Source: an optimization exercise on an open RTL-to-GDS flow (aim: small area). Production flows keep margins and buffers that such runs may drop. Where RTL was checked, it was by simulation tests only, not by an equivalence proof against the original. For runs 2 and 3, only the layout was checked, not whether the RTL still works. Power is estimated from default activity; no workload was simulated.

==> flow/flow/run.sh <==
#!/bin/bash
# The standard layout (standard.sh), with two changes:
#  - CTS adds no dummy loads to balance the clock tree;
#  - ports are buffered with the smallest buffer (the resizer still sizes it).
# The whole make output goes to standard_run.log; ORFS writes its per-step
# logs under orfs/logs.
set -euo pipefail
export CTS_ARGS="-sink_clustering_enable -repair_clock_nets -sink_clustering_size 35 -sink_clustering_max_diameter 60 -buf_list sky130_fd_sc_hd__clkbuf_16 -dont_use_dummy_load"
export BUFFER_PORTS_ARGS="-buffer_cell sky130_fd_sc_hd__buf_1"
bash standard.sh > standard_run.log 2>&1
==> flow/standard.sh <==
#!/bin/bash
# synth_recipe.tcl (not shown) runs the flow's synth.tcl, then flattens the netlist and writes it again
# the make line also repeats each setting of config.mk as NAME=value (left out here)
make -C /OpenROAD-flow-scripts/flow DESIGN_CONFIG=/design/flow/config.mk WORK_HOME=/design/flow/orfs CLKGATE_MAP_FILE= SYNTH_SCRIPT=/design/flow/synth_recipe.tcl "${@:-finish}"
==> flow/config.mk <==
export PLATFORM = sky130hd
export DESIGN_NAME = la_top
export DESIGN_NICKNAME = la_top
export VERILOG_FILES = /design/flow/design.v
export SDC_FILE = /design/flow/constraint.sdc
export NUM_CORES = 4
export LEC_CHECK = 0
export CAP_MARGIN = 20
export CORE_MARGIN = 2
export CORE_UTILIZATION = 60
export CTS_BUF_LIST = sky130_fd_sc_hd__clkbuf_16
export CTS_CLUSTER_DIAMETER = 60
export CTS_CLUSTER_SIZE = 35
export SLEW_MARGIN = 20
==> flow/constraint.sdc <==
create_clock -name core_clock -period 8.0 [get_ports {clk}]
set_input_delay 1.6000 -clock core_clock [delete_from_list [all_inputs] [get_ports {clk}]]
set_output_delay 1.6000 -clock core_clock [all_outputs]
set_load 0.01 [all_outputs]
==> flow/design.v <==
`timescale 1ns/100ps
`default_nettype none
package la_bus_pkg;
    localparam int BUS_AW = 16;
    localparam int BUS_DW = 16;
    typedef struct packed {
        logic [BUS_AW-1:0] addr;
        logic [BUS_DW-1:0] data;
        logic              rw;
        logic              valid;
    } bus_t;
    localparam logic [7:0] ASCII_CR       = 8'h0D;
    localparam logic [7:0] ASCII_LF       = 8'h0A;
    localparam logic [7:0] CMD_READ       = "R";
    localparam logic [7:0] CMD_WRITE      = "W";
    localparam logic [7:0] REPLY_PREAMBLE = "D";
    localparam logic [BUS_AW-1:0] REG_STATE      = 16'd0;
    localparam logic [BUS_AW-1:0] REG_TRIG_LOC   = 16'd1;
    localparam logic [BUS_AW-1:0] REG_START      = 16'd2;
    localparam logic [BUS_AW-1:0] REG_STOP       = 16'd3;
    localparam logic [BUS_AW-1:0] REG_WPTR       = 16'd4;
    localparam logic [BUS_AW-1:0] REG_STROBE_OP  = 16'd5;
    localparam logic [BUS_AW-1:0] REG_STROBE_ARG = 16'd6;
    localparam logic [BUS_AW-1:0] REG_VALUE_OP   = 16'd7;
    localparam logic [BUS_AW-1:0] REG_VALUE_ARG  = 16'd8;
    localparam logic [BUS_AW-1:0] MEM_BASE       = 16'd16;
endpackage
`default_nettype wire
`timescale 1ns/100ps
`default_nettype none
package la_core_pkg;
    localparam int SAMPLE_DEPTH = 64;
    localparam int SAMPLE_AW    = 6;
    localparam int MEM_WORDS    = 2 * SAMPLE_DEPTH;
    localparam int PROBE_VW     = 16;
    typedef struct packed {
        logic                strobe;
        logic [PROBE_VW-1:0] value;
    } probe_t;
    typedef enum logic [3:0] {
        DISABLE,
        RISING,
        FALLING,
        CHANGING,
        GT,
        LT,
        GEQ,
        LEQ,
        EQ,
        NEQ
    } trig_op_e;
    typedef struct packed {
        trig_op_e            strobe_op;
        logic                strobe_arg;
        trig_op_e            value_op;
        logic [PROBE_VW-1:0] value_arg;
    } trig_cfg_t;
    typedef enum logic [2:0] {
        IDLE,
        FILL,
        ARMED,
        CAPTURING,
        DONE
    } cap_state_e;
endpackage
`default_nettype wire
`timescale 1ns/100ps
`default_nettype none
module cmd_decoder (
    input  logic        clk,
    input  logic        rst_i,
    input  logic        cmd_req_i,
    input  logic [7:0]  cmd_data_i,
    output logic        cmd_ack_o,
    input  logic        busy_i,
    output logic [15:0] sh_o,
    output logic [2:0]  wsel_o,
    output logic        wv_o,        
    output logic        rd_issue_o   
);
    logic [3:0] cs;
    logic       take, is_term, is_hex;
    logic [3:0] hv;
    assign take    = cmd_req_i && !cmd_ack_o && !busy_i;
    assign is_term = (cmd_data_i == 8'h0D) || (cmd_data_i == 8'h0A);
    assign is_hex  = ((cmd_data_i >= "0") && (cmd_data_i <= "9")) ||
                     ((cmd_data_i >= "A") && (cmd_data_i <= "F"));
    assign hv      = cmd_data_i[6] ? (cmd_data_i[3:0] + 4'd9) : cmd_data_i[3:0];
    assign rd_issue_o = take && (cs == 4'd14) && is_term;
    always_ff @(posedge clk) begin
        if (rst_i) begin
            cmd_ack_o <= 1'b0;
            cs        <= 4'd0;
            wv_o      <= 1'b0;
        end else begin
            wv_o <= 1'b0;
            if (take) begin
                cmd_ack_o <= 1'b1;
            end else if (!cmd_req_i) begin
                cmd_ack_o <= 1'b0;
            end
            if (take) begin
                if (cs == 4'd0) begin
                    if (cmd_data_i == "W") begin
                        cs <= 4'd1;
                    end else if (cmd_data_i == "R") begin
                        cs <= 4'd10;
                    end
                end else if ((cs == 4'd9) || (cs == 4'd14)) begin
                    cs   <= 4'd0;
                    wv_o <= is_term && (cs == 4'd9);
                end else if (is_hex) begin
                    cs <= cs + 4'd1;
                end else begin
                    cs <= 4'd0;
                end
            end
        end
    end
    always_ff @(posedge clk) begin
        if (take && (cs != 4'd0) && (cs != 4'd9) && (cs != 4'd14) && is_hex) begin
            sh_o <= {sh_o[11:0], hv};
            if (cs == 4'd5) begin
                case (sh_o)
                    16'd1, 16'd2, 16'd3, 16'd5, 16'd6, 16'd7: wsel_o <= sh_o[2:0];
                    16'd8:   wsel_o <= 3'd4;
                    default: wsel_o <= 3'd0;
                endcase
            end
        end
    end
endmodule
`default_nettype wire
`timescale 1ns/100ps
`default_nettype none
module la_regs (
    input  logic        clk,
    input  logic        rst_i,
    input  logic        wv_i,
    input  logic [2:0]  wsel_i,
    input  logic [15:0] sh_i,
    input  logic [2:0]  state_i,
    input  logic [5:0]  wptr_i,
    output logic [5:0]  trig_loc_o,
    output logic        start_req_o,
    output logic        stop_req_o,
    output logic [3:0]  s_op_o,
    output logic        s_arg_o,
    output logic [3:0]  v_op_o,
    output logic [15:0] v_arg_o,
    output logic [15:0] regdata_o
);
    always_ff @(posedge clk) begin
        if (rst_i) begin
            trig_loc_o  <= '0;
            start_req_o <= 1'b0;
            stop_req_o  <= 1'b0;
            s_op_o      <= '0;
            s_arg_o     <= 1'b0;
            v_op_o      <= '0;
            v_arg_o     <= '0;
        end else if (wv_i) begin
            case (wsel_i)
                3'd1: trig_loc_o  <= sh_i[5:0];
                3'd2: start_req_o <= sh_i[0];
                3'd3: stop_req_o  <= sh_i[0];
                3'd4: v_arg_o     <= sh_i;
                3'd5: s_op_o      <= sh_i[3:0];
                3'd6: s_arg_o     <= sh_i[0];
                3'd7: v_op_o      <= sh_i[3:0];
                default: begin
                end
            endcase
        end
    end
    always_comb begin
        case (sh_i)
            16'd0:   regdata_o = {13'd0, state_i};
            16'd1:   regdata_o = {10'd0, trig_loc_o};
            16'd2:   regdata_o = {15'd0, start_req_o};
            16'd3:   regdata_o = {15'd0, stop_req_o};
            16'd4:   regdata_o = {10'd0, wptr_i};
            16'd5:   regdata_o = {12'd0, s_op_o};
            16'd6:   regdata_o = {15'd0, s_arg_o};
            16'd7:   regdata_o = {12'd0, v_op_o};
            16'd8:   regdata_o = v_arg_o;
            default: regdata_o = 16'd0;
        endcase
    end
endmodule
`default_nettype wire
`timescale 1ns/100ps
`default_nettype none
module trigger_unit (
    input  logic        clk,
    input  logic [16:0] probe_i,
    input  logic [3:0]  s_op_i,
    input  logic        s_arg_i,
    input  logic [3:0]  v_op_i,
    input  logic [15:0] v_arg_i,
    output logic [16:0] probe_prev_o,
    output logic        trig_o
);
    function automatic logic eval_op(input logic [3:0] op, input logic lt, input logic eq);
        case (op)
            4'd1, 4'd4: eval_op = !lt && !eq;
            4'd2, 4'd5: eval_op = lt;
            4'd3, 4'd9: eval_op = !eq;
            4'd6:       eval_op = !lt;
            4'd7:       eval_op = lt || eq;
            4'd8:       eval_op = eq;
            default:    eval_op = 1'b0;
        endcase
    endfunction
    always_ff @(posedge clk) begin
        probe_prev_o <= probe_i;
    end
    logic [15:0] v_ref;
    logic        s_ref;
    assign v_ref  = ((v_op_i == 4'd1) || (v_op_i == 4'd2) || (v_op_i == 4'd3)) ? probe_prev_o[15:0] : v_arg_i;
    assign s_ref  = ((s_op_i == 4'd1) || (s_op_i == 4'd2) || (s_op_i == 4'd3)) ? probe_prev_o[16] : s_arg_i;
    assign trig_o = eval_op(s_op_i, !probe_i[16] && s_ref, probe_i[16] == s_ref) ||
                    eval_op(v_op_i, probe_i[15:0] < v_ref, probe_i[15:0] == v_ref);
endmodule
`default_nettype wire
`timescale 1ns/100ps
`default_nettype none
module capture_ctrl (
    input  logic       clk,
    input  logic       rst_i,
    input  logic       start_req_i,
    input  logic       stop_req_i,
    input  logic       trig_i,
    input  logic [5:0] trig_loc_i,
    output logic [2:0] state_o,
    output logic [5:0] wptr_o,
    output logic       we_o,
    output logic       go_o          
);
    logic [5:0] rptr;
    logic       start_q, stop_q;
    logic       stop_edge;
    assign we_o      = !state_o[2] && (state_o[1:0] != 2'd0);
    assign stop_edge = stop_req_i && !stop_q;
    assign go_o      = (state_o == 3'd0) && start_req_i && !start_q;
    always_ff @(posedge clk) begin
        if (rst_i) begin
            state_o <= 3'd0;
            wptr_o  <= '0;
            rptr    <= '0;
            start_q <= 1'b0;
            stop_q  <= 1'b0;
        end else begin
            start_q <= start_req_i;
            stop_q  <= stop_req_i;
            case (state_o)
                3'd0: begin
                    wptr_o <= '0;
                    rptr   <= '0;
                    if (go_o) begin
                        state_o <= 3'd1;
                    end
                end
                3'd1: begin
                    wptr_o <= wptr_o + 6'd1;
                    if (wptr_o == trig_loc_i) begin
                        state_o <= trig_i ? 3'd3 : 3'd2;
                    end
                end
                3'd2: begin
                    wptr_o <= wptr_o + 6'd1;
                    rptr   <= rptr + 6'd1;
                    if (trig_i) begin
                        state_o <= 3'd3;
                    end
                end
                3'd3: begin
                    wptr_o <= wptr_o + 6'd1;
                    if (wptr_o + 6'd1 == rptr) begin
                        state_o <= 3'd4;
                    end
                end
                default: begin
                end
            endcase
            if (stop_edge) begin
                state_o <= 3'd0;
            end
        end
    end
endmodule
`default_nettype wire
`timescale 1ns/100ps
`default_nettype none
module sample_mem (
    input  logic        clk,
    input  logic        rst_i,
    input  logic [16:0] probe_i,
    input  logic [16:0] probe_prev_i,
    input  logic        we_i,
    input  logic        go_i,
    input  logic [3:0]  rbank_i,
    output logic [16:0] rdata_o,     
    output logic [1:0]  ph_o,
    output logic [1:0]  dly_o
);
    logic        we1, we2, we3, we_d;
    logic [16:0] probe2, probe3, wdata;
    logic [3:0]  bcnt;
    logic [15:0] ins;
    always_ff @(posedge clk) begin
        if (rst_i) begin
            ph_o  <= 2'd0;
            dly_o <= 2'd0;
        end else begin
            ph_o <= ph_o + 2'd1;
            if (go_i) begin
                dly_o <= ~ph_o;
            end
        end
    end
    always_ff @(posedge clk) begin
        we1    <= we_i;
        we2    <= we1;
        we3    <= we2;
        probe2 <= probe_prev_i;
        probe3 <= probe2;
        if (!we_d) begin
            bcnt <= 4'd0;
        end else if (ph_o == 2'd3) begin
            bcnt <= bcnt + 4'd1;
        end
    end
    always_comb begin
        case (dly_o)
            2'd0:    begin we_d = we_i; wdata = probe_i;      end
            2'd1:    begin we_d = we1;  wdata = probe_prev_i; end
            2'd2:    begin we_d = we2;  wdata = probe2;       end
            default: begin we_d = we3;  wdata = probe3;       end
        endcase
        for (int i = 0; i < 16; i++) begin
            ins[i] = we_d && (bcnt == 4'(i));
        end
    end
    logic [16:0] pos0 [0:15];
    genvar b;
    generate
        for (b = 0; b < 16; b = b + 1) begin : g_bank
            logic [16:0] r0, r1, r2, r3;
            always_ff @(posedge clk) begin
                r0 <= r1;
                r1 <= r2;
                r2 <= r3;
                r3 <= ins[b] ? wdata : r0;
            end
            assign pos0[b] = r0;
        end
    endgenerate
    always_comb begin
        rdata_o = '0;
        for (int i = 0; i < 16; i++) begin
            rdata_o = rdata_o | (pos0[i] & {17{rbank_i == 4'(i)}});
        end
    end
endmodule
`default_nettype wire
`timescale 1ns/100ps
`default_nettype none
module reply_encoder (
    input  logic        clk,
    input  logic        rst_i,
    input  logic        rd_issue_i,
    input  logic [15:0] sh_i,
    input  logic [15:0] regdata_i,
    input  logic [1:0]  ph_i,
    input  logic [1:0]  dly_i,
    input  logic [16:0] rdata_i,
    output logic [3:0]  rbank_o,
    output logic        busy_o,
    output logic        rsp_req_o,
    output logic [7:0]  rsp_data_o,
    input  logic        rsp_ack_i
);
    logic        pv;
    logic [2:0]  idx;
    logic [15:0] word;
    logic [2:0]  rcnt;       
    logic        rv, is_mem;
    logic [6:0]  off;
    logic [1:0]  wx;
    logic [2:0]  wait_c;
    logic [15:0] memword;
    logic [3:0]  nib;
    assign rv      = pv && (idx == 3'd0);
    assign is_mem  = (sh_i >= 16'd16) && (sh_i <= 16'd143);
    assign off     = sh_i[6:0] - 7'd16;
    assign wx      = off[2:1] - (ph_i + 2'd1);
    assign wait_c  = (wx >= dly_i) ? {1'b0, wx} : {1'b1, wx};
    assign rbank_o = word[3:0];
    assign memword = word[4] ? {15'd0, rdata_i[16]} : rdata_i[15:0];
    always_ff @(posedge clk) begin
        if (rst_i) begin
            rcnt <= 3'd7;
        end else if (rv && is_mem) begin
            rcnt <= wait_c;
        end else if (rcnt == 3'd0) begin
            rcnt <= 3'd7;
        end else if (rcnt != 3'd7) begin
            rcnt <= rcnt - 3'd1;
        end
    end
    always_ff @(posedge clk) begin
        if (rv) begin
            word <= is_mem ? {11'd0, off[0], off[6:3]} : regdata_i;
        end else if (rcnt == 3'd0) begin
            word <= memword;
        end
    end
    always_ff @(posedge clk) begin
        if (rst_i) begin
            rsp_req_o <= 1'b0;
            busy_o    <= 1'b0;
            pv        <= 1'b0;
            idx       <= 3'd0;
        end else if (!busy_o) begin
            if (rd_issue_i) begin
                pv  <= 1'b1;
                idx <= 3'd0;
            end else if (pv) begin
                if (idx == 3'd4) begin
                    pv        <= 1'b0;
                    idx       <= 3'd0;
                    busy_o    <= 1'b1;
                    rsp_req_o <= 1'b1;
                end else begin
                    idx <= idx + 3'd1;
                end
            end
        end else if (rsp_req_o) begin
            if (rsp_ack_i) begin
                rsp_req_o <= 1'b0;
            end
        end else if (!rsp_ack_i) begin
            if (idx == 3'd6) begin
                busy_o <= 1'b0;
            end else begin
                idx       <= idx + 3'd1;
                rsp_req_o <= 1'b1;
            end
        end
    end
    always_comb begin
        case (idx)
            3'd1:    nib = (rcnt == 3'd0) ? memword[15:12] : word[15:12];
            3'd2:    nib = word[11:8];
            3'd3:    nib = word[7:4];
            default: nib = word[3:0];
        endcase
        case (idx)
            3'd0:    rsp_data_o = "D";
            3'd1, 3'd2, 3'd3, 3'd4:
                     rsp_data_o = {4'h0, nib} + ((nib < 4'd10) ? 8'h30 : 8'h37);
            3'd5:    rsp_data_o = 8'h0D;
            default: rsp_data_o = 8'h0A;
        endcase
    end
endmodule
`default_nettype wire
`timescale 1ns/100ps
`default_nettype none
module la_top (
    input  logic       clk,
    input  logic       rst_i,
    input  logic       cmd_req_i,
    input  logic [7:0] cmd_data_i,
    output logic       cmd_ack_o,
    output logic       rsp_req_o,
    output logic [7:0] rsp_data_o,
    input  logic       rsp_ack_i,
    input  logic [16:0] probe_i
);
    logic [15:0] sh;
    logic [2:0]  wsel;
    logic        wv, rd_issue, busy;
    logic [5:0]  trig_loc;
    logic        start_req, stop_req;
    logic [3:0]  s_op, v_op;
    logic        s_arg;
    logic [15:0] v_arg;
    logic [15:0] regdata;
    logic [16:0] probe_prev;
    logic        trig;
    logic [2:0]  state;
    logic [5:0]  wptr;
    logic        we, go;
    logic [3:0]  rbank;
    logic [16:0] rdata;
    logic [1:0]  ph, dly;
    cmd_decoder i_cmd_decoder (
        .clk, .rst_i, .cmd_req_i, .cmd_data_i, .cmd_ack_o,
        .busy_i(busy), .sh_o(sh), .wsel_o(wsel), .wv_o(wv), .rd_issue_o(rd_issue)
    );
    la_regs i_la_regs (
        .clk, .rst_i, .wv_i(wv), .wsel_i(wsel), .sh_i(sh),
        .state_i(state), .wptr_i(wptr),
        .trig_loc_o(trig_loc), .start_req_o(start_req), .stop_req_o(stop_req),
        .s_op_o(s_op), .s_arg_o(s_arg), .v_op_o(v_op), .v_arg_o(v_arg),
        .regdata_o(regdata)
    );
    trigger_unit i_trigger_unit (
        .clk, .probe_i, .s_op_i(s_op), .s_arg_i(s_arg), .v_op_i(v_op), .v_arg_i(v_arg),
        .probe_prev_o(probe_prev), .trig_o(trig)
    );
    capture_ctrl i_capture_ctrl (
        .clk, .rst_i, .start_req_i(start_req), .stop_req_i(stop_req),
        .trig_i(trig), .trig_loc_i(trig_loc),
        .state_o(state), .wptr_o(wptr), .we_o(we), .go_o(go)
    );
    sample_mem i_sample_mem (
        .clk, .rst_i, .probe_i, .probe_prev_i(probe_prev), .we_i(we), .go_i(go),
        .rbank_i(rbank), .rdata_o(rdata), .ph_o(ph), .dly_o(dly)
    );
    reply_encoder i_reply_encoder (
        .clk, .rst_i, .rd_issue_i(rd_issue), .sh_i(sh), .regdata_i(regdata),
        .ph_i(ph), .dly_i(dly), .rdata_i(rdata), .rbank_o(rbank),
        .busy_o(busy), .rsp_req_o, .rsp_data_o, .rsp_ack_i
    );
endmodule
`default_nettype wire
==> out/metrics.csv, run 1 <==
stage;metric;value;unit
synthesis;Synth Warn #;7;
timing;worst slew pin tran;1070;ps
timing;final hold violation count;0;
synthesis;count leader, synth;dfxtp_1;
timing;Fin Setup TNS;0;ps
drt;final WL;75800;µm
global_route;total gr overflow;0;
worst_setup_path;CP Capture Type;output port;
placement;placed cell area;36000;µm²
power;switching part of the total;20.4;%
synthesis;top-area cell type share of the netlist area;69.3;%
worst_setup_path;Crit Path Max Fanout;24;
timing;RSZ-0062 raised after global routing;false;
drt;WL/cell;23.0;µm
power;P_leak;15.0;nW
global_route;initial antenna violation count;0;
power;combinational share of power;2.1;%
power;Clock Power Share;30.4;%
synthesis;ys async rst share;0;%
cells_and_area;Final Net Count;2620;
cts;# hold bufs at CTS;0;
global_route;vias in the first global route;18211;
drt;ANT nets after route;0;
synthesis;most frequent cells after synthesis;dfxtp_1, mux2_2, nand2_1;
timing;min Tclk post-route;6730;ps
floorplan;Initial Util;60.7;%
cts;clock network latency to the later pin of the worst-skew pair;670;ps
floorplan;chip width;246;µm
outcome;run status;finished clean;
cts;CTS tree;done;
worst_setup_path;worst r2r src;i_la_regs.v_op_o[0];
floorplan;total die area;60400;µm²
power;sequential power share;67.5;%
worst_setup_path;Reg2Reg Depth;13;
cts;clk sinks;1250;
worst_setup_path;Setup crit start kind;flip-flop;
worst_hold_path;HP Start;i_sample_mem.g_bank[1].r2[12];
cells_and_area;share of cells above drive strength 1;16.6;%
timing;Final Max Slew Viols;0;
worst_setup_path;CP Data Required Time;6400;ps
cts;clk slew on worst S/H paths;120;ps
synthesis;synthesized instance count;2520;
drt;routed vias/inst;5.59;
floorplan;Core Area;57800;µm²
cells_and_area;post-route cell area;37400;µm²
worst_setup_path;worst reg2reg setup slack;4410;ps
worst_setup_path;CP arrival;5130;ps
power;internal power;7.81;mW
synthesis;Post-Syn Area;35100;µm²
run;Max Cap Violations;0;
floorplan;# rows;88;
synthesis;sequential share of the synthesized area;72.3;%
drt;Residual DRC;0;
synthesis;Post-Syn Nets;2599;
cells_and_area;Layout Cells excl Fill;3304;
synthesis;EDFF count, synth;35;
cts;Root Driver;clkbuf_16;
power;power per cell area;262;nW/µm²
timing;fmax;149;MHz
worst_setup_path;RR Endpoint;i_capture_ctrl.state_o[0];
drt;initial DRC count;1298;
cells_and_area;Area Growth Syn to Fin;6.53;%
placement;hpwl dp;48000;µm
synthesis;top cells by area, synth;dfxtp_1, mux2_2, edfxtp_1;
global_route;largest net degree at the start of global routing;63;
cts;Post CTS Setup Buffer Count;0;
power;Psw;2.00;mW
worst_hold_path;Hold EP;i_sample_mem.g_bank[1].r1[12];
floorplan;I/O pins;39;
global_route;gr usage total;25.2;%
synthesis;synth unique cells;79;
drt;drt first pass iters;5;
power;maximum VDD drop;233;µV
synthesis;Synth area leader;dfxtp_1;
cts;CTS Buffer Depth;3;
synthesis;synthesized area per cell;13.9;µm²
cts;CTS Buf Count;54;
placement;GPL Wtd Cong;0.870;
timing;Worst Clk Skew;92.4;ps
worst_setup_path;Setup CP Type;flip-flop to output port;
cells_and_area;Antenna Cells;0;
synthesis;Yosys reg bits;1250;
placement;Inst Count DP;3250;
timing;final setup fails;0;
timing;fin crit share;84.1;%
floorplan;Die H;246;µm
drt;via count;18476;
worst_hold_path;type of the worst min-delay path;flip-flop to flip-flop;
placement;PortBufs;37;
cts;H-Tree Level Count;2;
worst_hold_path;Hold Path Cell Cnt;0;
cts;post-CTS sizing;0;
synthesis;Post-synth top flop;dfxtp_1;
global_route;first-pass GRT wire length;114000;µm
timing;Slew HR;28.0;%
## final cells by class
cell class | instances | area (µm²)
multi-input combinational | 1130 | 9180
clock buffer | 54 | 1350
fill | 4312 | 20400
tap | 765 | 957
sequential | 1250 | 25400
timing repair buffer | 71 | 395
inverter | 34 | 128
## cells in the final DEF, fill, tap and decap left out, types with 4 or more instances in the layout
master and count:
o21a_1 4, nand4_1 25, nand2b_1 15, nor4bb_1 4
buf_1 36, mux2i_1 47, nor2b_1 19, o221ai_1 6
nor4_1 8, nand2_1 108, nand3_1 29, xnor2_1 10
a22oi_1 49, nor3_1 17, and2_1 11, ha_1 49
a21oi_1 68, nand4b_1 4, a221oi_1 39, nor3b_1 5
mux2_2 278, buf_4 34, edfxtp_1 35, mux4_2 17
a22o_1 51, and3_1 7, xor2_1 19, clkbuf_16 54
o21ai_0 38, dfxtp_1 1214, nand2_2 6, or3_1 8
nor2_1 98, a21o_1 10, or2_2 6, inv_1 34
o31ai_1 4, nand3_2 4
## power groups by stage
stage	Sequential, mW	Clock [mW]	Combinational (mW)
2_1_floorplan	6.71	0	0.150
3_3_place_gp	6.75	0	0.204
3_5_place_dp	6.76	0	0.209
4_1_cts	6.62	3.03	0.210
5_1_grt	6.65	3.25	0.232
6_report	6.62	2.98	0.209
## flip-flops by register name, summed over array words and instances (netlist names), 6 cells and up
name,flops
i_sample_mem.g_bank.r1,272
i_capture_ctrl.rptr,6
i_la_regs.v_arg_o,16
i_sample_mem.g_bank.r3,272
i_reply_encoder.word,16
i_la_regs.trig_loc_o,6
i_sample_mem.probe2,17
i_sample_mem.probe3,17
i_cmd_decoder.sh_o,16
i_sample_mem.g_bank.r2,272
i_capture_ctrl.wptr_o,6
i_sample_mem.g_bank.r0,272
i_trigger_unit.probe_prev_o,17
## stage by stage
step | worst slack (ps) | power [mW] | hold slack (ps) | util, %
global placement | 2200 | 6.95 | 309 | 62.3
floorplan | 3080 | 6.86 | 310 | -
detailed placement | 1990 | 6.97 | 312 | 62.3
finish | 1270 | 9.81 | 267 | 64.7
CTS | 1290 | 9.86 | 265 | 64.7
global route | 782 | 10.1 | 258 | 64.7
## logic make-up after synthesis
family          after synthesis  share of synthesized area [%]
flops                      1250                           72.3
simple gates                395                           5.62
mux                         342                           11.4
compound gates              313                           6.47
buf+inv                     140                           1.72
fa+ha+maj                    50                           1.80
xor+xnor                     29                          0.724
other cells                   1                         0.0107
## worst max-delay path, stage by stage, from the launching register on
cell and delay [ps]:
edfxtp_1 970, buf_4 330, nor2b_1 270, a22oi_1 130
o221ai_1 260, o31ai_1 130, a21oi_1 360, inv_1 150
a21oi_1 430, ha_1 270, inv_1 70, fa_1 440
nor4_1 380, a31oi_1 70, nand3_1 80, buf_1 150
## routing by layer
layer	share of wire [%]	track usage [%]
met1	49	37.6
met2	44	39.2
met3	4.3	2.83
met4	2.2	6.51
met5	0	0
## how the worst max path moves through the flow
stage,start,to,slack (ps)
after floorplan,i_reply_encoder.word[0],rsp_data_o[3],3080
after global placement,i_reply_encoder.word[3],rsp_data_o[3],2200
after detailed placement,i_reply_encoder.word[3],rsp_data_o[3],1990
after CTS,i_reply_encoder.word[3],rsp_data_o[3],1290
after global routing,i_reply_encoder.word[3],rsp_data_o[3],780
final,i_reply_encoder.word[3],rsp_data_o[2],1270
==> inputs of run 2 (changes only) <==
--- a/flow/design.v
+++ b/flow/design.v
@@ -308,5 +308,7 @@
     logic [16:0] probe2, probe3, wdata;
     logic [3:0]  bcnt;
+    logic [3:0]  bcnt_n;     
     logic [15:0] ins;
+    logic [15:0] hold;
     always_ff @(posedge clk) begin
         if (rst_i) begin
@@ -327,7 +329,9 @@
         probe3 <= probe2;
         if (!we_d) begin
-            bcnt <= 4'd0;
+            bcnt   <= 4'd0;
+            bcnt_n <= 4'hF;
         end else if (ph_o == 2'd3) begin
-            bcnt <= bcnt + 4'd1;
+            bcnt   <= bcnt + 4'd1;
+            bcnt_n <= bcnt_n - 4'd1;
         end
     end
@@ -340,5 +344,6 @@
         endcase
         for (int i = 0; i < 16; i++) begin
-            ins[i] = we_d && (bcnt == 4'(i));
+            ins[i]  = we_d && (bcnt == 4'(i));
+            hold[i] = !we_d || (bcnt_n != ~4'(i));
         end
     end
@@ -352,5 +357,5 @@
                 r1 <= r2;
                 r2 <= r3;
-                r3 <= ins[b] ? wdata : r0;
+                r3 <= (wdata & {17{ins[b]}}) | (r0 & {17{hold[b]}});
             end
             assign pos0[b] = r0;
--- a/flow/flow/run.sh
+++ b/flow/flow/run.sh
@@ -6,5 +6,5 @@
 # logs under orfs/logs.
 set -euo pipefail
-export CTS_ARGS="-sink_clustering_enable -repair_clock_nets -sink_clustering_size 35 -sink_clustering_max_diameter 60 -buf_list sky130_fd_sc_hd__clkbuf_16 -dont_use_dummy_load"
+export CTS_ARGS="-sink_clustering_enable -repair_clock_nets -sink_clustering_size 17 -sink_clustering_max_diameter 60 -buf_list sky130_fd_sc_hd__clkbuf_8 -dont_use_dummy_load"
 export BUFFER_PORTS_ARGS="-buffer_cell sky130_fd_sc_hd__buf_1"
 bash standard.sh > standard_run.log 2>&1
==> run 2 against run 1 <==
  * Utilization fell by 0.85 points
  * Sequential power fell by 1%
  * Via count rose by 6.9%
  * Wire length rose by 11%
  * Die area fell by 0.33%
  * First-iteration DRC count rose by 37%
  * Setup slack improved by 270 ps
  * Worst hold slack improved by 16 ps
  * Non-clock buffer count rose by 3
==> out/metrics.csv, run 2 <==
stage;metric;value;unit;change
timing;Worst Clk Skew;70.6;ps;was 92.4 ps
synthesis;Synth Warn #;7;;unchanged
timing;Hold WS;283;ps;was 267 ps
placement;hpwl dp;53600;µm;was 48000 µm
cells_and_area;Area Growth Syn to Fin;5.27;%;was 6.53%
timing;Final Max Slew Viols;0;;unchanged
timing;min Tclk post-route;6450;ps;was 6730 ps
cells_and_area;Layout Cells excl Fill;3361;;was 3304
timing;final hold violation count;0;;unchanged
synthesis;Synth Area in Simple Gates;5.96;%;was 5.62%
drt;via count;19749;;was 18476
worst_setup_path;Setup crit start kind;flip-flop;;unchanged
worst_setup_path;critical path's largest stage delay;910;ps;was 970 ps
floorplan;chip width;245;µm;was 246 µm
floorplan;total die area;60300;µm²;was 60400 µm²
power;total power;9.50;mW;was 9.81 mW
global_route;first-pass GRT wire length;124000;µm;was 114000 µm
synthesis;sequential share of the synthesized area;72.8;%;was 72.3%
power;maximum VDD drop;210;µV;was 233 µV
drt;ANT nets after route;0;;unchanged
timing;fmax;155;MHz;was 149 MHz
synthesis;largest family of logic cells by synthesized area;compound AO/OA/AOI/OAI gates;;was multiplexers
global_route;vias in the first global route;19210;;was 18211
timing;Fin Setup TNS;0;ps;unchanged
cells_and_area;Final Util;63.8;%;was 64.7%
synthesis;top-area cell type share of the netlist area;69.8;%;was 69.3%
worst_setup_path;CP arrival;4850;ps;was 5130 ps
cts;Root Driver;clkbuf_8;;was clkbuf_16
placement;placed cell area;35600;µm²;was 36000 µm²
worst_setup_path;Worst Path Buf+Inv;2;;was 4
drt;final WL;84500;µm;was 75800 µm
synthesis;synth unique cells;84;;was 79
drt;drt first pass iters;7;;was 5
timing;final setup fails;0;;unchanged
drt;Residual DRC;0;;unchanged
timing;worst slew pin tran;1140;ps;was 1070 ps
cts;CTS tree;done;;unchanged
cts;# hold bufs at CTS;0;;unchanged
synthesis;Yosys reg bits;1254;;was 1250
timing;RSZ-0062 raised after global routing;false;;unchanged
synthesis;Post-Syn Area;35000;µm²;was 35100 µm²
worst_setup_path;Crit Path Max Fanout;15;;was 24
drt;routed vias/inst;5.88;;was 5.59
floorplan;# rows;88;;unchanged
global_route;initial antenna violation count;1;;was 0
cts;Post CTS Setup Buffer Count;0;;unchanged
drt;WL/cell;25.1;µm;was 23.0 µm
synthesis;synthesized area per cell;13.6;µm²;was 13.9 µm²
cts;CTS Buffer Depth;3;;unchanged
worst_setup_path;Setup CP Type;flip-flop to output port;;unchanged
floorplan;I/O pins;39;;unchanged
global_route;gr usage total;28.0;%;was 25.2%
placement;PortBufs;37;;unchanged
synthesis;ys async rst share;0;%;unchanged
cts;clk slew on worst S/H paths;100;ps;was 120 ps
cells_and_area;post-route cell area;36800;µm²;was 37400 µm²
timing;final worst slack;1550;ps;was 1270 ps
timing;Slew HR;23.7;%;was 28.0%
worst_setup_path;slowest CP cell;and4bb_1;;was edfxtp_1
timing;fin crit share;80.6;%;was 84.1%
synthesis;top cells by area, synth;dfxtp_1, a22o_1, edfxtp_1;;was dfxtp_1, mux2_2, edfxtp_1
worst_setup_path;crit-path leading delay family;simple AND/OR/NAND/NOR gates;;was compound AO/OA/AOI/OAI gates
synthesis;count leader, synth;dfxtp_1;;unchanged
power;power per cell area;258;nW/µm²;was 262 nW/µm²
synthesis;synthesized instance count;2577;;was 2520
cells_and_area;most common cell after layout, fill and taps aside;dfxtp_1;;unchanged
placement;GPL Wtd Cong;0.897;;was 0.870
cts;CTS Buf Count;86;;was 54
cts;post-CTS sizing;0;;unchanged
drt;initial DRC count;1772;;was 1298
synthesis;Adder-Cell Fraction of Synth Area;1.99;%;was 1.80%
placement;Inst Count DP;3274;;was 3250
placement;dpl ws;2300;ps;was 1990 ps
worst_hold_path;type of the worst min-delay path;flip-flop to flip-flop;;unchanged
cells_and_area;Final Net Count;2681;;was 2620
synthesis;Post-synth top flop;dfxtp_1;;unchanged
synthesis;Synth area leader;dfxtp_1;;unchanged
power;P_leak;14.2;nW;was 15.0 nW
cells_and_area;share of cells above drive strength 1;7.36;%;was 16.6%
global_route;total gr overflow;0;;unchanged
worst_setup_path;CP Data Required Time;6400;ps;about the same
outcome;run status;finished clean;;unchanged
cts;H-Tree Level Count;3;;was 2
worst_setup_path;CP Capture Type;output port;;unchanged
synthesis;EDFF count, synth;35;;unchanged
floorplan;Die H;245;µm;was 246 µm
synthesis;mux cell area share after synthesis;2.63;%;was 11.4%
cts;clk sinks;1254;;was 1250
global_route;largest net degree at the start of global routing;64;;was 63
cts;clock network latency to the later pin of the worst-skew pair;720;ps;was 670 ps
floorplan;Initial Util;60.6;%;was 60.7%
worst_setup_path;crit path cell chain;and4bb_1 > a22o_1 > a211oi_1 > a21oi_1 > nor2_1 > or2_1 > nand2_1 > ha_1 > inv_1 > fa_1 > o31ai_1 > a21oi_1 > nor2_1 > buf_1;;was buf_4 > nor2b_1 > a22oi_1 > o221ai_1 > o31ai_1 > a21oi_1 > inv_1 > a21oi_1 > ha_1 > inv_1 > fa_1 > nor4_1 > a31oi_1 > nand3_1 > buf_1
run;Max Cap Violations;0;;unchanged
synthesis;most frequent cells after synthesis;dfxtp_1, a22o_1, nor2_1;;was dfxtp_1, mux2_2, nand2_1
synthesis;XOR/XNOR share of the synthesized area;0.751;%;was 0.724%
floorplan;Core Area;57700;µm²;was 57800 µm²
cells_and_area;most frequent cells in the layout;dfxtp_1, a22o_1, nor2_1, nand2_1, clkbuf_8;;was dfxtp_1, mux2_2, nand2_1, nor2_1, a21oi_1
synthesis;post-synthesis compound-gate area fraction;13.3;%;was 6.47%
synthesis;Post-Syn Nets;2661;;was 2599
run 2: cell count changes in the layout (fill, tap and decap cells not counted), sizes merged, moves of 5 or more:
| cell | change |
|---|---|
| nor2 | +5 |
| a222oi | +6 |
| and2 | +12 |
| nand4 | -6 |
| clkbuf | +32 |
| mux2i | -8 |
| a31oi | +6 |
| mux2 | -273 |
| and3 | +8 |
| ha | +5 |
| a22o | +271 |
| xor2 | -7 |
| a22oi | -8 |
| xnor2 | +8 |
run 2: cell type report:
cell class,instances,area (µm²)
fill,4496,20900
antenna,1,2.50
timing repair buffer,74,418
sequential,1254,25500
inverter,38,145
multi-input combinational,1143,8670
tap,765,957
clock buffer,86,1180
run 2: power breakdown:
group	switching (mW)	internal, mW
logic	0.133	0.0843
clock network	1.79	0.968
registers	0.0774	6.45
run 2: per-layer routing:
metal | vias to the layer above | global-route usage [%] | wire (µm) | share of wire (%)
met5 | - | 0 | 0 | 0
met1 | 9830 | 42.0 | 40500 | 48
li1 | 9120 | - | - | -
met4 | 0 | 9.55 | 2820 | 3.3
met2 | 635 | 41.7 | 36300 | 43
met3 | 164 | 3.94 | 4870 | 5.8
run 2: final timing paths:
path	start	to	cells after the start	slack (ps)
worst max-delay path	i_reply_encoder.word[0]	rsp_data_o[6]	14	1550
worst min-delay path	i_sample_mem.g_bank[13].r3[15]	i_sample_mem.g_bank[13].r2[15]	0	280
worst max register to register	i_reply_encoder.word[3]	i_reply_encoder.word[0]	10	4370
worst min register to register	i_sample_mem.g_bank[13].r3[15]	i_sample_mem.g_bank[13].r2[15]	0	280
run 2: cells by family after synthesis:
group / after synthesis
buffers and inverters: 180
and+or+nand+nor: 404
muxes: 65
adders and majority gates: 55
AOI/OAI and AO/OA: 588
xor gates and xnor gates: 30
other: 1
DFF: 1254
run 2: worst register-to-register path: cells and delay by family (launching register included):
kind	cells	cell delay (ps)
AOI/OAI and AO/OA	5	1770
and+or+nand+nor	3	660
buffers and inverters	2	570
DFF	1	330
==> inputs of run 3 (changes only) <==
--- a/flow/flow/run.sh
+++ b/flow/flow/run.sh
@@ -6,5 +6,5 @@
 # logs under orfs/logs.
 set -euo pipefail
-export CTS_ARGS="-sink_clustering_enable -repair_clock_nets -sink_clustering_size 17 -sink_clustering_max_diameter 60 -buf_list sky130_fd_sc_hd__clkbuf_8 -dont_use_dummy_load"
+export CTS_ARGS="-sink_clustering_enable -repair_clock_nets -sink_clustering_size 26 -sink_clustering_max_diameter 60 -buf_list {sky130_fd_sc_hd__clkbuf_8 sky130_fd_sc_hd__clkbuf_16} -dont_use_dummy_load"
 export BUFFER_PORTS_ARGS="-buffer_cell sky130_fd_sc_hd__buf_1"
 bash standard.sh > standard_run.log 2>&1
==> run 3 against run 2 <==
  * Final cell count is 0.83% lower
  * Clock power grew 13%
  * First-iteration DRC count down 0.79%
  * Highest routed layer unchanged
  * Setup slack improved by 39 ps
  * Design area rose by 0.79%
==> out/metrics.csv, run 3 <==
stage;metric;value;unit;change
synthesis;synthesized instance count;2577;;unchanged
worst_hold_path;HP Start;i_sample_mem.g_bank[8].r1[4];;was i_sample_mem.g_bank[13].r3[15]
timing;final hold violation count;0;;unchanged
floorplan;I/O pins;39;;unchanged
worst_setup_path;RR Endpoint;i_reply_encoder.word[0];;unchanged
global_route;largest net degree at the start of global routing;64;;unchanged
outcome;run status;finished clean;;unchanged
timing;Worst Clk Skew;78.4;ps;was 70.6 ps
synthesis;top-area cell type share of the netlist area;69.8;%;unchanged
timing;final setup fails;0;;unchanged
cts;clk slew on worst S/H paths;90;ps;was 100 ps
synthesis;Post-Syn Nets;2661;;unchanged
run;Max Cap Violations;0;;unchanged
global_route;total gr overflow;0;;unchanged
cts;CTS tree;done;;unchanged
synthesis;Synth Warn #;7;;unchanged
cells_and_area;most common cell after layout, fill and taps aside;dfxtp_1;;unchanged
worst_setup_path;slowest CP cell;and4bb_1;;unchanged
power;P_leak;14.3;nW;was 14.2 nW
cts;Post CTS Setup Buffer Count;0;;unchanged
drt;drt first pass iters;6;;was 7
worst_setup_path;Crit Path Max Fanout;15;;unchanged
cts;CTS Buffer Depth;3;;unchanged
power;internal power;7.85;mW;was 7.50 mW
placement;PortBufs;37;;unchanged
worst_setup_path;Reg2Reg Depth;10;;unchanged
drt;Residual DRC;0;;unchanged
global_route;initial antenna violation count;1;;unchanged
cts;# hold bufs at CTS;0;;unchanged
cts;CTS Buf Count;59;;was 86
worst_setup_path;CP Capture Type;output port;;unchanged
worst_hold_path;Hold EP;i_sample_mem.g_bank[8].r0[4];;was i_sample_mem.g_bank[13].r2[15]
worst_setup_path;Worst Path Buf+Inv;2;;unchanged
placement;GPL Wtd Cong;0.897;;unchanged
synthesis;Post-synth top flop;dfxtp_1;;unchanged
floorplan;Core Area;57700;µm²;unchanged
placement;hpwl dp;53600;µm;unchanged
synthesis;top cells by area, synth;dfxtp_1, a22o_1, edfxtp_1;;unchanged
timing;fin crit share;80.2;%;was 80.6%
drt;WL/cell;25.3;µm;was 25.1 µm
worst_hold_path;Hold Path Cell Cnt;0;;unchanged
drt;initial DRC count;1758;;was 1772
floorplan;# rows;88;;unchanged
timing;Slew HR;24.9;%;was 23.7%
drt;via count;19644;;was 19749
synthesis;synth unique cells;84;;unchanged
floorplan;Die H;245;µm;unchanged
worst_setup_path;CP arrival;4810;ps;was 4850 ps
power;switching part of the total;20.5;%;was 21.1%
cts;Root Driver;clkbuf_16;;was clkbuf_8
synthesis;Synth area leader;dfxtp_1;;unchanged
power;combinational share of power;2.2;%;was 2.3%
worst_setup_path;CP Data Required Time;6400;ps;about the same
floorplan;total die area;60300;µm²;unchanged
worst_setup_path;worst reg2reg setup slack;4330;ps;was 4370 ps
global_route;vias in the first global route;19041;;was 19210
worst_setup_path;critical path's largest stage delay;910;ps;about the same
cells_and_area;# fillers;4440;;was 4496
synthesis;ys async rst share;0;%;unchanged
cells_and_area;Area Growth Syn to Fin;6.10;%;was 5.27%
drt;final WL;84200;µm;was 84500 µm
worst_setup_path;crit-path leading delay family;simple AND/OR/NAND/NOR gates;;unchanged
floorplan;Initial Util;60.6;%;unchanged
power;Clock Power Share;31.7;%;was 29.0%
timing;fmax;156;MHz;was 155 MHz
floorplan;chip width;245;µm;unchanged
worst_setup_path;worst r2r src;i_reply_encoder.word[3];;unchanged
synthesis;EDFF count, synth;35;;unchanged
synthesis;sequential share of the synthesized area;72.8;%;unchanged
global_route;gr usage total;27.8;%;was 28.0%
synthesis;count leader, synth;dfxtp_1;;unchanged
cts;post-CTS sizing;0;;unchanged
timing;worst slew pin tran;1130;ps;was 1140 ps
worst_hold_path;type of the worst min-delay path;flip-flop to flip-flop;;unchanged
cts;clock network latency to the later pin of the worst-skew pair;670;ps;was 720 ps
worst_setup_path;Setup CP Type;flip-flop to output port;;unchanged
drt;routed vias/inst;5.89;;was 5.88
cells_and_area;Antenna Cells;0;;was 1
synthesis;synthesized area per cell;13.6;µm²;unchanged
timing;RSZ-0062 raised after global routing;false;;unchanged
timing;Final Max Slew Viols;0;;unchanged
power;power per cell area;266;nW/µm²;was 258 nW/µm²
timing;Fin Setup TNS;0;ps;unchanged
synthesis;most frequent cells after synthesis;dfxtp_1, a22o_1, nor2_1;;unchanged
cts;clk sinks;1254;;unchanged
power;sequential power share;66.1;%;was 68.7%
cells_and_area;post-route cell area;37100;µm²;was 36800 µm²
placement;placed cell area;35600;µm²;unchanged
timing;Hold WS;282;ps;was 283 ps
cts;H-Tree Level Count;2;;was 3
power;Psw;2.03;mW;was 2.00 mW
worst_setup_path;crit path cell chain;and4bb_1 > a22o_1 > a211oi_1 > a21oi_1 > nor2_1 > or2_1 > nand2_1 > ha_1 > inv_1 > fa_1 > o31ai_1 > a21oi_1 > nor2_1 > buf_1;;unchanged
drt;ANT nets after route;0;;unchanged
global_route;first-pass GRT wire length;124000;µm;about the same
timing;min Tclk post-route;6410;ps;was 6450 ps
synthesis;Yosys reg bits;1254;;unchanged
cells_and_area;share of cells above drive strength 1;6.39;%;was 7.36%
synthesis;Post-Syn Area;35000;µm²;unchanged
power;maximum VDD drop;248;µV;was 210 µV
worst_setup_path;Setup crit start kind;flip-flop;;unchanged
cells_and_area;most frequent cells in the layout;dfxtp_1, a22o_1, nor2_1, nand2_1, a21oi_1;;was dfxtp_1, a22o_1, nor2_1, nand2_1, clkbuf_8
cells_and_area;Final Net Count;2654;;was 2681
## run 3: power groups by stage
stage | logic (mW) | clock network (mW) | registers (mW)
2_1_floorplan | 0.157 | 0 | 6.63
3_3_place_gp | 0.210 | 0 | 6.67
3_5_place_dp | 0.214 | 0 | 6.67
4_1_cts | 0.216 | 3.18 | 6.53
5_1_grt | 0.238 | 3.39 | 6.55
6_report | 0.217 | 3.13 | 6.53
## run 3: routing by layer
| metal | vias up | GRT usage (%) | share of wire (%) |
|---|---|---|---|
| met4 | 0 | 9.20 | 3.3 |
| met2 | 618 | 41.8 | 43 |
| met3 | 143 | 3.55 | 5.8 |
| li1 | 9082 | - | - |
| met1 | 9801 | 41.8 | 48 |
| met5 | - | 0 | 0 |
## run 3: cell families (layout without fill, tap and decap cells)
logic type      Yosys count  count (layout)  synth area share [%]
compound gates          588             588                  13.3
xor+xnor                 30              30                 0.751
fa+ha+maj                55              55                  1.99
buf+inv                 180             171                  2.61
flops                  1254            1254                  72.8
mux                      65              65                  2.63
other cells               1               1                0.0107
simple gates            404             404                  5.96
## run 3: how the worst max path moves through the flow
stage                                        from             to  slack (ps)  cells past startpoint
final                     i_reply_encoder.word[0]  rsp_data_o[6]        1590                     14
after detailed placement  i_reply_encoder.word[0]  rsp_data_o[6]        2300                     14
after global placement    i_reply_encoder.word[0]  rsp_data_o[6]        2350                     14
after floorplan           i_reply_encoder.word[2]  rsp_data_o[6]        3190                     15
after global routing      i_reply_encoder.word[0]  rsp_data_o[6]        1340                     14
after CTS                 i_reply_encoder.word[0]  rsp_data_o[6]        1590                     14
## run 3: worst register-to-register path, stage by stage, from the launching register on
cell,delay [ps]
edfxtp_1,330
buf_4,330
nand2b_1,330
nor2_1,110
buf_4,250
a22o_1,270
a221oi_1,410
nand3_1,220
a2111oi_0,730
o22a_1,250
o21ai_0,150
## run 3: per-stage QoR
| step | setup WS, ps | cells | power [mW] | utilization [%] |
|---|---|---|---|---|
| final | 1590 | 3333 | 9.87 | 64.3 |
| after global routing | 1340 | 3333 | 10.2 | 64.3 |
| after CTS | 1590 | 3333 | 9.92 | 64.3 |
| after detailed placement | 2300 | 3274 | 6.88 | 61.8 |
| after global placement | 2350 | 3274 | 6.88 | 61.8 |
| after floorplan | 3190 | 2577 | 6.79 | - |
## run 3: cell type report
class / count / area, µm² / share of cell area, %
multi-input cells: 1143 / 8670 / 23.3
repair buffers: 74 / 418 / 1.13
well taps: 765 / 957 / 2.58
flip-flops and latches: 1254 / 25500 / 68.6
clock buffers: 59 / 1480 / 3.98
inverters: 38 / 145 / 0.391
==> inputs of run 4 (changes only) <==
--- a/flow/design.v
+++ b/flow/design.v
@@ -345,5 +345,5 @@
         for (int i = 0; i < 16; i++) begin
             ins[i]  = we_d && (bcnt == 4'(i));
-            hold[i] = !we_d || (bcnt_n != ~4'(i));
+            hold[i] = !we_d || (bcnt_n != 4'(15 - i));
         end
     end
--- a/flow/flow/run.sh
+++ b/flow/flow/run.sh
@@ -6,5 +6,5 @@
 # logs under orfs/logs.
 set -euo pipefail
-export CTS_ARGS="-sink_clustering_enable -repair_clock_nets -sink_clustering_size 26 -sink_clustering_max_diameter 60 -buf_list {sky130_fd_sc_hd__clkbuf_8 sky130_fd_sc_hd__clkbuf_16} -dont_use_dummy_load"
+export CTS_ARGS="-sink_clustering_enable -repair_clock_nets -sink_clustering_size 17 -sink_clustering_max_diameter 60 -buf_list sky130_fd_sc_hd__clkbuf_8 -dont_use_dummy_load"
 export BUFFER_PORTS_ARGS="-buffer_cell sky130_fd_sc_hd__buf_1"
 bash standard.sh > standard_run.log 2>&1
--- a/flow/config.mk
+++ b/flow/config.mk
@@ -9,6 +9,6 @@
 export CORE_MARGIN = 2
 export CORE_UTILIZATION = 60
-export CTS_BUF_LIST = sky130_fd_sc_hd__clkbuf_16
+export CTS_BUF_LIST = sky130_fd_sc_hd__clkbuf_8
 export CTS_CLUSTER_DIAMETER = 60
-export CTS_CLUSTER_SIZE = 35
+export CTS_CLUSTER_SIZE = 17
 export SLEW_MARGIN = 20
==> run 4 against run 3 <==
  * Clock power fell by 12%
  * Utilization rose by 0.088 points
  * Synthesized cell count fell by 0.35%
  * Largest power group unchanged
  * Highest routed layer is now met5
==> out/metrics.csv, run 4 <==
stage;metric;value;unit;change
cells_and_area;post-route cell area;37000;µm²;was 37100 µm²
global_route;first-pass GRT wire length;124000;µm;about the same
worst_setup_path;Reg2Reg Depth;7;;was 10
synthesis;sequential share of the synthesized area;73.2;%;was 72.8%
drt;via count;19876;;was 19644
placement;GPL Wtd Cong;0.875;;was 0.897
synthesis;Post-Syn Area;34800;µm²;was 35000 µm²
synthesis;Post-Syn Nets;2652;;was 2661
synthesis;Synth Warn #;7;;unchanged
timing;RSZ-0062 raised after global routing;false;;unchanged
power;total power;9.92;mW;was 9.87 mW
timing;fmax;147;MHz;was 156 MHz
synthesis;XOR/XNOR share of the synthesized area;0.870;%;was 0.751%
cells_and_area;Area Growth Syn to Fin;6.43;%;was 6.10%
cells_and_area;Final Util;64.4;%;was 64.3%
placement;dpl ws;1920;ps;was 2300 ps
run;Max Cap Violations;0;;unchanged
worst_hold_path;Hold Path Cell Cnt;0;;unchanged
global_route;GR peak layer;met2;;was met1
floorplan;chip width;245;µm;about the same
timing;fin crit share;85.2;%;was 80.2%
worst_setup_path;CP arrival;5210;ps;was 4810 ps
drt;Residual DRC;0;;unchanged
synthesis;synth unique cells;82;;was 84
power;power per cell area;268;nW/µm²;was 266 nW/µm²
cts;Post CTS Setup Buffer Count;0;;unchanged
cells_and_area;most common cell after layout, fill and taps aside;dfxtp_1;;unchanged
worst_setup_path;Crit Path Max Fanout;31;;was 15
global_route;total gr overflow;0;;unchanged
worst_hold_path;type of the worst min-delay path;flip-flop to flip-flop;;unchanged
cts;clk sinks;1254;;unchanged
drt;routed vias/inst;5.89;;about the same
synthesis;ys async rst share;0;%;unchanged
cts;CTS Buffer Depth;3;;unchanged
synthesis;top-area cell type share of the netlist area;70.2;%;was 69.8%
timing;final hold violation count;0;;unchanged
floorplan;total die area;59900;µm²;was 60300 µm²
cts;clock network latency to the later pin of the worst-skew pair;730;ps;was 670 ps
synthesis;most frequent cells after synthesis;dfxtp_1, a22o_1, nand2_1;;was dfxtp_1, a22o_1, nor2_1
synthesis;EDFF count, synth;35;;unchanged
worst_setup_path;Setup CP Type;flip-flop to output port;;unchanged
outcome;run status;finished clean;;unchanged
synthesis;Synth area leader;dfxtp_1;;unchanged
synthesis;Synth Area in Simple Gates;5.67;%;was 5.96%
cells_and_area;most frequent cells in the layout;dfxtp_1, a22o_1, nand2_1, nor2_1, clkbuf_8;;was dfxtp_1, a22o_1, nor2_1, nand2_1, a21oi_1
synthesis;synthesized instance count;2568;;was 2577
floorplan;I/O pins;39;;unchanged
worst_setup_path;CP Data Required Time;6400;ps;about the same
drt;final WL;83800;µm;was 84200 µm
global_route;initial antenna violation count;2;;was 1
floorplan;Core Area;57500;µm²;was 57700 µm²
global_route;gr usage total;28.1;%;was 27.8%
global_route;vias in the first global route;19380;;was 19041
floorplan;# rows;88;;unchanged
synthesis;synthesized area per cell;13.5;µm²;was 13.6 µm²
cts;Root Driver;clkbuf_8;;was clkbuf_16
timing;final setup fails;0;;unchanged
drt;initial DRC count;1691;;was 1758
placement;placed cell area;35800;µm²;was 35600 µm²
timing;Slew HR;24.5;%;was 24.9%
synthesis;count leader, synth;dfxtp_1;;unchanged
floorplan;Initial Util;60.5;%;was 60.6%
global_route;largest net degree at the start of global routing;63;;was 64
cts;CTS tree;done;;unchanged
synthesis;post-synthesis compound-gate area fraction;13.5;%;was 13.3%
placement;hpwl dp;54900;µm;was 53600 µm
cts;clk slew on worst S/H paths;100;ps;was 90 ps
timing;min Tclk post-route;6810;ps;was 6410 ps
synthesis;largest family of logic cells by synthesized area;compound AO/OA/AOI/OAI gates;;unchanged
synthesis;Post-synth top flop;dfxtp_1;;unchanged
synthesis;top cells by area, synth;dfxtp_1, a22o_1, edfxtp_1;;unchanged
timing;worst slew pin tran;1130;ps;about the same
placement;PortBufs;37;;unchanged
cts;H-Tree Level Count;3;;was 2
synthesis;Yosys reg bits;1254;;unchanged
cts;# hold bufs at CTS;0;;unchanged
cells_and_area;share of cells above drive strength 1;7.82;%;was 6.39%
worst_setup_path;CP Capture Type;output port;;unchanged
power;P_leak;14.2;nW;was 14.3 nW
timing;Final Max Slew Viols;0;;unchanged
global_route;met2 Use GR;42.5;%;was 41.8%
global_route;GR Layer Usage met3;4.56;%;was 3.55%
global_route;met1 Usage GRT;41.4;%;was 41.8%
worst_setup_path;Setup crit start kind;flip-flop;;unchanged
timing;Fin Setup TNS;0;ps;unchanged
cts;post-CTS sizing;0;;unchanged
synthesis;mux cell area share after synthesis;2.70;%;was 2.63%
power;maximum VDD drop;211;µV;was 248 µV
synthesis;Adder-Cell Fraction of Synth Area;2.00;%;was 1.99%
timing;Worst Clk Skew;77.5;ps;was 78.4 ps
cts;CTS Buf Count;87;;was 59
drt;ANT nets after route;0;;unchanged
floorplan;Die H;245;µm;about the same
drt;drt first pass iters;6;;unchanged
drt;WL/cell;24.8;µm;was 25.3 µm
timing;final worst slack;1190;ps;was 1590 ps
cells_and_area;Final Net Count;2696;;was 2654
run 4: cell count changes after synthesis, sizes merged, moves of 7 or more:
cell	before	now
a221oi	38	50
a22oi	41	29
inv	37	45
and3	15	8
buf	68	44
nor3	19	34
a21oi	67	55
clkbuf	74	88
and2	23	14
run 4: critical path, cell delays in order (launching register included):
cell and delay (ps):
edfxtp_1 1070, nand2b_1 450, nor2_1 190, buf_4 300, a22o_1 170, a221oi_1 50
and4_1 280, o31ai_1 250, a222oi_1 130, a21oi_1 200, ha_1 210, inv_1 60
fa_1 420, nand2_1 100, and4b_1 200, a31oi_1 180, nand3_1 110, buf_1 140
run 4: final timing paths:
path	from	end	slack [ps]
worst max-delay path	i_reply_encoder.word[0]	rsp_data_o[2]	1190
worst min-delay path	i_sample_mem.g_bank[13].r2[13]	i_sample_mem.g_bank[13].r1[13]	280
worst max register to register	i_reply_encoder.word[0]	i_reply_encoder.word[0]	4070
worst min register to register	i_sample_mem.g_bank[13].r2[13]	i_sample_mem.g_bank[13].r1[13]	280
run 4: report_power, final:
group          switching, mW  leakage [nW]  internal, mW
sequential             0.142          10.2          6.59
clock                   1.79         0.626         0.978
combinational          0.257          3.42         0.163
total                   2.19          14.2          7.73
run 4: logic make-up (layout without fill, tap and decap cells):
logic type	count (synthesis)	after routing
mux	68	68
compound gates	582	582
flops	1254	1254
buf+inv	177	219
other cells	1	2
fa+ha+maj	55	55
simple gates	398	398
xor+xnor	33	33
run 4: cell type report:
cell class	count	area (µm²)
diodes	1	2.50
repair buffers	87	538
multi-input cells	1137	8710
well taps	765	957
flip-flops and latches	1254	25500
fillers	4369	20400
clock buffers	87	1200
inverters	45	169
run 4: routing by layer:
layer,vias to the layer above,part of all wire (%)
li1,9168,-
met1,9856,48
met2,696,44
met3,154,5.7
met4,2,3.2
met5,-,0.019
run 4: metrics by stage:
step	instances	hold WS [ps]
finish	3376	276
global route	3376	279
CTS	3373	274
detailed placement	3286	312
global placement	3285	310
floorplan	2568	310
==> inputs of run 5 (changes only) <==
==> flow/flow/run.sh (replaced) <==
#!/bin/bash
# The standard layout (standard.sh), with these changes:
#  - synthesis maps logic with an area-oriented abc script (synth_wrap.tcl,
#    abc_area.script); everything else in it is synth_recipe.tcl;
#  - CTS adds no dummy loads to balance the clock tree;
#  - ports are buffered with the smallest buffer (the resizer still sizes it).
# The whole make output goes to standard_run.log; ORFS writes its per-step
# logs under orfs/logs.
set -euo pipefail
export FLOW_SYNTH_TCL="$PWD/synth_recipe.tcl"
export AREA_ABC_SCRIPT="$PWD/flow/abc_area.script"
export CTS_ARGS="-sink_clustering_enable -repair_clock_nets -sink_clustering_size 17 -sink_clustering_max_diameter 60 -buf_list sky130_fd_sc_hd__clkbuf_8 -dont_use_dummy_load"
export BUFFER_PORTS_ARGS="-buffer_cell sky130_fd_sc_hd__buf_1"
bash standard.sh SYNTH_SCRIPT="$PWD/flow/synth_wrap.tcl" finish > standard_run.log 2>&1
==> flow/flow/abc_area.script (new file) <==
&get -n
&st
&syn3
&dch
&nf -R 1000 -p -C 32
&st
&syn3
&dch
&nf -R 1000 -p -C 32
&put
==> flow/flow/synth_wrap.tcl (new file) <==
# The standard flow's synthesis (synth_recipe.tcl, sourced unchanged below) with one
# change: abc maps the logic with an area-oriented script instead of ORFS's
# speed script. abc only maps combinational logic, so the registers are the
# same as in the standard synthesis.
proc abc {args} {
  set i [lsearch $args -script]
  if { $i >= 0 } {
    set args [lreplace $args [expr {$i + 1}] [expr {$i + 1}] $::env(AREA_ABC_SCRIPT)]
  }
  yosys abc {*}$args
}
source $::env(FLOW_SYNTH_TCL)
==> run 5 against run 4 <==
  * Still clean on timing, DRC and antenna
  * Register-to-register slack better by 120 ps
  * Combinational power rose by 23%
  * Final cell count is 3.0% lower
  * Utilization up 1.2 points
  * Fmax shrank 7.5%
  * Synthesized area down 3.8%
  * Wire length increased by 3.6%
  * Worst hold slack worse by 8.5 ps
  * Sequential power barely moved
  * Synthesized cell count is 8.0% lower
  * Setup slack worse by 560 ps
==> out/metrics.csv, run 5 <==
stage;metric;value;unit;change
outcome;run status;finished clean;;unchanged
synthesis;synthesized instance count;2362;;was 2568
cts;clk slew on worst S/H paths;100;ps;about the same
timing;min Tclk post-route;7370;ps;was 6810 ps
worst_setup_path;Setup CP Type;flip-flop to output port;;unchanged
drt;initial DRC count;2227;;was 1691
drt;routed vias/inst;5.99;;was 5.89
drt;ANT nets after route;0;;unchanged
synthesis;sequential share of the synthesized area;76.1;%;was 73.2%
run;Max Cap Violations;0;;unchanged
global_route;largest net degree at the start of global routing;63;;unchanged
worst_setup_path;slowest CP cell;nor2_2;;was edfxtp_1
drt;DR WL met2;37000;µm;was 36500 µm
timing;RSZ-0062 raised after global routing;false;;unchanged
synthesis;Post-synth top flop;dfxtp_1;;unchanged
placement;PortBufs;37;;unchanged
worst_setup_path;Crit Path Max Fanout;17;;was 31
drt;WL/cell;26.5;µm;was 24.8 µm
cts;Post CTS Setup Buffer Count;0;;unchanged
synthesis;Yosys reg bits;1254;;unchanged
timing;Slew HR;21.0;%;was 24.5%
timing;final worst slack;632;ps;was 1190 ps
drt;highest routed layer;met4;;was met5
synthesis;Synth Warn #;7;;unchanged
placement;dpl ws;1480;ps;was 1920 ps
synthesis;top cells by area, synth;dfxtp_1, a22o_1, edfxtp_1;;unchanged
floorplan;Core Area;55100;µm²;was 57500 µm²
cts;clock network latency to the later pin of the worst-skew pair;720;ps;was 730 ps
floorplan;Die H;240;µm;was 245 µm
cells_and_area;Seq. cell area;25500;µm²;unchanged
timing;Fin Setup TNS;0;ps;unchanged
cts;# hold bufs at CTS;0;;unchanged
worst_setup_path;CP arrival;5770;ps;was 5210 ps
cts;H-Tree Level Count;3;;unchanged
placement;GPL Wtd Cong;0.894;;was 0.875
synthesis;Synth area leader;dfxtp_1;;unchanged
worst_setup_path;CP Data Required Time;6400;ps;about the same
timing;Final Max Slew Viols;0;;unchanged
synthesis;synth unique cells;56;;was 82
timing;Hold WS;267;ps;was 276 ps
worst_hold_path;type of the worst min-delay path;flip-flop to flip-flop;;unchanged
floorplan;Initial Util;60.7;%;was 60.5%
synthesis;count leader, synth;dfxtp_1;;unchanged
cts;CTS tree;done;;unchanged
cells_and_area;share of cells above drive strength 1;7.13;%;was 7.82%
cells_and_area;Layout Cells excl Fill;3275;;was 3376
floorplan;# rows;86;;was 88
cells_and_area;area of the multi-input gates;7970;µm²;was 8710 µm²
drt;drt first pass iters;8;;was 6
cells_and_area;Final Util;65.6;%;was 64.4%
cts;CTS Buffer Depth;3;;unchanged
timing;final setup fails;0;;unchanged
timing;fin crit share;92.1;%;was 85.2%
cts;CTS Buf Count;85;;was 87
synthesis;Post-Syn Nets;2446;;was 2652
cts;post-CTS sizing;0;;unchanged
power;maximum VDD drop;180;µV;was 211 µV
synthesis;most frequent cells after synthesis;dfxtp_1, a22o_1, nor2_1;;was dfxtp_1, a22o_1, nand2_1
synthesis;Post-Syn Area;33500;µm²;was 34800 µm²
worst_setup_path;Worst Path Buf+Inv;2;;was 3
timing;fmax;136;MHz;was 147 MHz
worst_setup_path;CP Capture Type;output port;;unchanged
global_route;first-pass GRT wire length;127000;µm;was 124000 µm
timing;worst slew pin tran;1180;ps;was 1130 ps
global_route;gr usage total;30.5;%;was 28.1%
worst_setup_path;critical path's largest stage delay;930;ps;was 1070 ps
drt;final WL;86800;µm;was 83800 µm
cts;Root Driver;clkbuf_8;;unchanged
drt;via count;19616;;was 19876
synthesis;top-area cell type share of the netlist area;72.9;%;was 70.2%
floorplan;I/O pins;39;;unchanged
synthesis;EDFF count, synth;35;;unchanged
cells_and_area;most common cell after layout, fill and taps aside;dfxtp_1;;unchanged
global_route;initial antenna violation count;2;;unchanged
global_route;total gr overflow;0;;unchanged
placement;hpwl dp;56500;µm;was 54900 µm
cells_and_area;# fillers;4216;;was 4369
power;power per cell area;276;nW/µm²;was 268 nW/µm²
power;P_leak;13.7;nW;was 14.2 nW
synthesis;synthesized area per cell;14.2;µm²;was 13.5 µm²
drt;Residual DRC;0;;unchanged
drt;DRT met1 WL;38800;µm;was 39900 µm
cts;clk sinks;1254;;unchanged
global_route;vias in the first global route;18972;;was 19380
cells_and_area;Final Net Count;2612;;was 2696
synthesis;ys async rst share;0;%;unchanged
floorplan;total die area;57700;µm²;was 59900 µm²
timing;Worst Clk Skew;61.7;ps;was 77.5 ps
cells_and_area;Area Growth Syn to Fin;8.06;%;was 6.43%
worst_setup_path;crit-path leading delay family;simple AND/OR/NAND/NOR gates;;unchanged
worst_setup_path;Setup crit start kind;flip-flop;;unchanged
drt;routed wl met3;7180;µm;was 4740 µm
placement;Inst Count DP;3189;;was 3286
cells_and_area;most frequent cells in the layout;dfxtp_1, a22o_1, nor2_1, nand2_1, clkbuf_8;;was dfxtp_1, a22o_1, nand2_1, nor2_1, clkbuf_8
worst_setup_path;crit path cell chain;nand2b_1 > nor2_2 > a222oi_1 > nand4_1 > nor2_1 > nor3_1 > a21oi_1 > o211ai_1 > o21ai_0 > a21oi_1 > ha_1 > clkinv_1 > fa_1 > xor2_1 > xnor2_1 > o211ai_1 > buf_1;;was nand2b_1 > nor2_1 > buf_4 > a22o_1 > a221oi_1 > and4_1 > o31ai_1 > a222oi_1 > a21oi_1 > ha_1 > inv_1 > fa_1 > nand2_1 > and4b_1 > a31oi_1 > nand3_1 > buf_1
floorplan;chip width;240;µm;was 245 µm
timing;final hold violation count;0;;unchanged
-- run 5: cell count changes after synthesis, sizes merged, moves of 20 or more --
cell | previous run | this run
clkbuf | 88 | 0
a222oi | 5 | 51
a22o | 327 | 281
inv | 45 | 0
buf | 44 | 1
clkinv | 0 | 41
a221oi | 50 | 12
nor2 | 99 | 126
a22oi | 29 | 51
mux2i | 42 | 22
-- run 5: where the power goes --
group | internal (mW) | switching [mW] | leakage, nW
sequential | 6.58 | 0.153 | 10.2
combinational | 0.192 | 0.326 | 2.93
clock | 0.957 | 1.79 | 0.611
-- run 5: cell families (layout without fill, tap and decap cells) --
kind of cell | after synthesis | in the layout | synth area share (%)
AO/OA/AOI/OAI | 548 | 548 | 13.1
adder cells (fa/ha/maj) | 55 | 55 | 2.08
flip-flops | 1254 | 1254 | 76.1
buffers and inverters | 42 | 206 | 0.482
AND/OR/NAND/NOR | 391 | 391 | 5.43
other | 1 | 2 | 0.0112
multiplexers | 45 | 45 | 2.11
XOR/XNOR | 26 | 26 | 0.681
-- run 5: worst paths after layout --
| kind | from | to | slack, ps | cells after the start |
|---|---|---|---|---|
| hold / removal | i_sample_mem.g_bank[11].r1[5] | i_sample_mem.g_bank[11].r0[5] | 270 | 0 |
| hold reg to reg | i_sample_mem.g_bank[11].r1[5] | i_sample_mem.g_bank[11].r0[5] | 270 | 0 |
| setup / recovery | i_reply_encoder.word[0] | rsp_data_o[2] | 630 | 17 |
| setup reg to reg | i_la_regs.v_op_o[1] | i_capture_ctrl.state_o[0] | 4190 | 16 |
-- run 5: per-stage QoR --
| stage | area [µm²] | total power [mW] |
|---|---|---|
| 2_1_floorplan | 33500 | 7.13 |
| 3_3_place_gp | 35000 | 7.37 |
| 3_5_place_dp | 35000 | 7.38 |
| 4_1_cts | 36100 | 10.0 |
| 5_1_grt | 36200 | 10.3 |
| 6_report | 36200 | 10.0 |
-- run 5: cell type report --
type	count	area share (%)
flip-flops and latches	1254	70.4
multi-input cells	1066	22.1
clock buffers	85	3.24
well taps	748	2.59
repair buffers	80	1.28
inverters	41	0.426
diodes	1	0.00692
-- run 5: per-layer routing --
metal | track usage [%] | up-vias
met5 | 0 | -
met4 | 12.1 | 0
met3 | 5.26 | 195
met2 | 45.2 | 895
met1 | 44.8 | 9628
li1 | - | 8898
-- run 5: worst register-to-register path, stage by stage, from the launching register on --
cell and delay, ps:
dfxtp_1 460, nor2_1 90, nor3_2 120, buf_4 350
mux2_1 380, ha_1 170, o21ai_0 200, a21oi_1 110
o21ai_0 520, nand2_1 150, nand4_1 330, mux2i_1 230
nand2_1 80, nand3_1 80, nand4_1 170, a21oi_1 180
nor3_1 70

[separate check: timing with driven ports]
Ports are ideal in the flow. The routed layouts listed here were re-timed in OpenROAD. Step 1 sets driving cells, clkbuf_16 on the clock port and buf_2 on the other inputs (assumed; they add their load-dependent delay and slew). Step 2 moves the port delays by t, midway between the first and last clock arrival at a register: inputs arrive t later, outputs are due t later. That takes back most of the time a late clock gives input paths. Three values: ideal ports, drivers, drivers and shift; two values: the first two.
run | t, ns | setup WS [ns] | worst setup path at the end | worst register clock-pin slew, ns | pins driven straight from the clock port
run 1 | 0.683 | 1.274 / 1.211 / 1.894 | register to output | 0.12 / 0.12 | 1
run 2 | 0.746 | 1.548 / 1.486 / 2.232 | register to output | 0.11 / 0.11 | 1
run 3 | 0.691 | 1.587 / 1.526 / 2.217 | register to output | 0.10 / 0.10 | 1
run 4 | 0.749 | 1.188 / 1.133 / 1.882 | register to output | 0.11 / 0.11 | 1
run 5 | 0.734 | 0.632 / 0.575 / 1.309 | register to output | 0.11 / 0.11 | 1
After both steps every run listed still meets setup and hold.
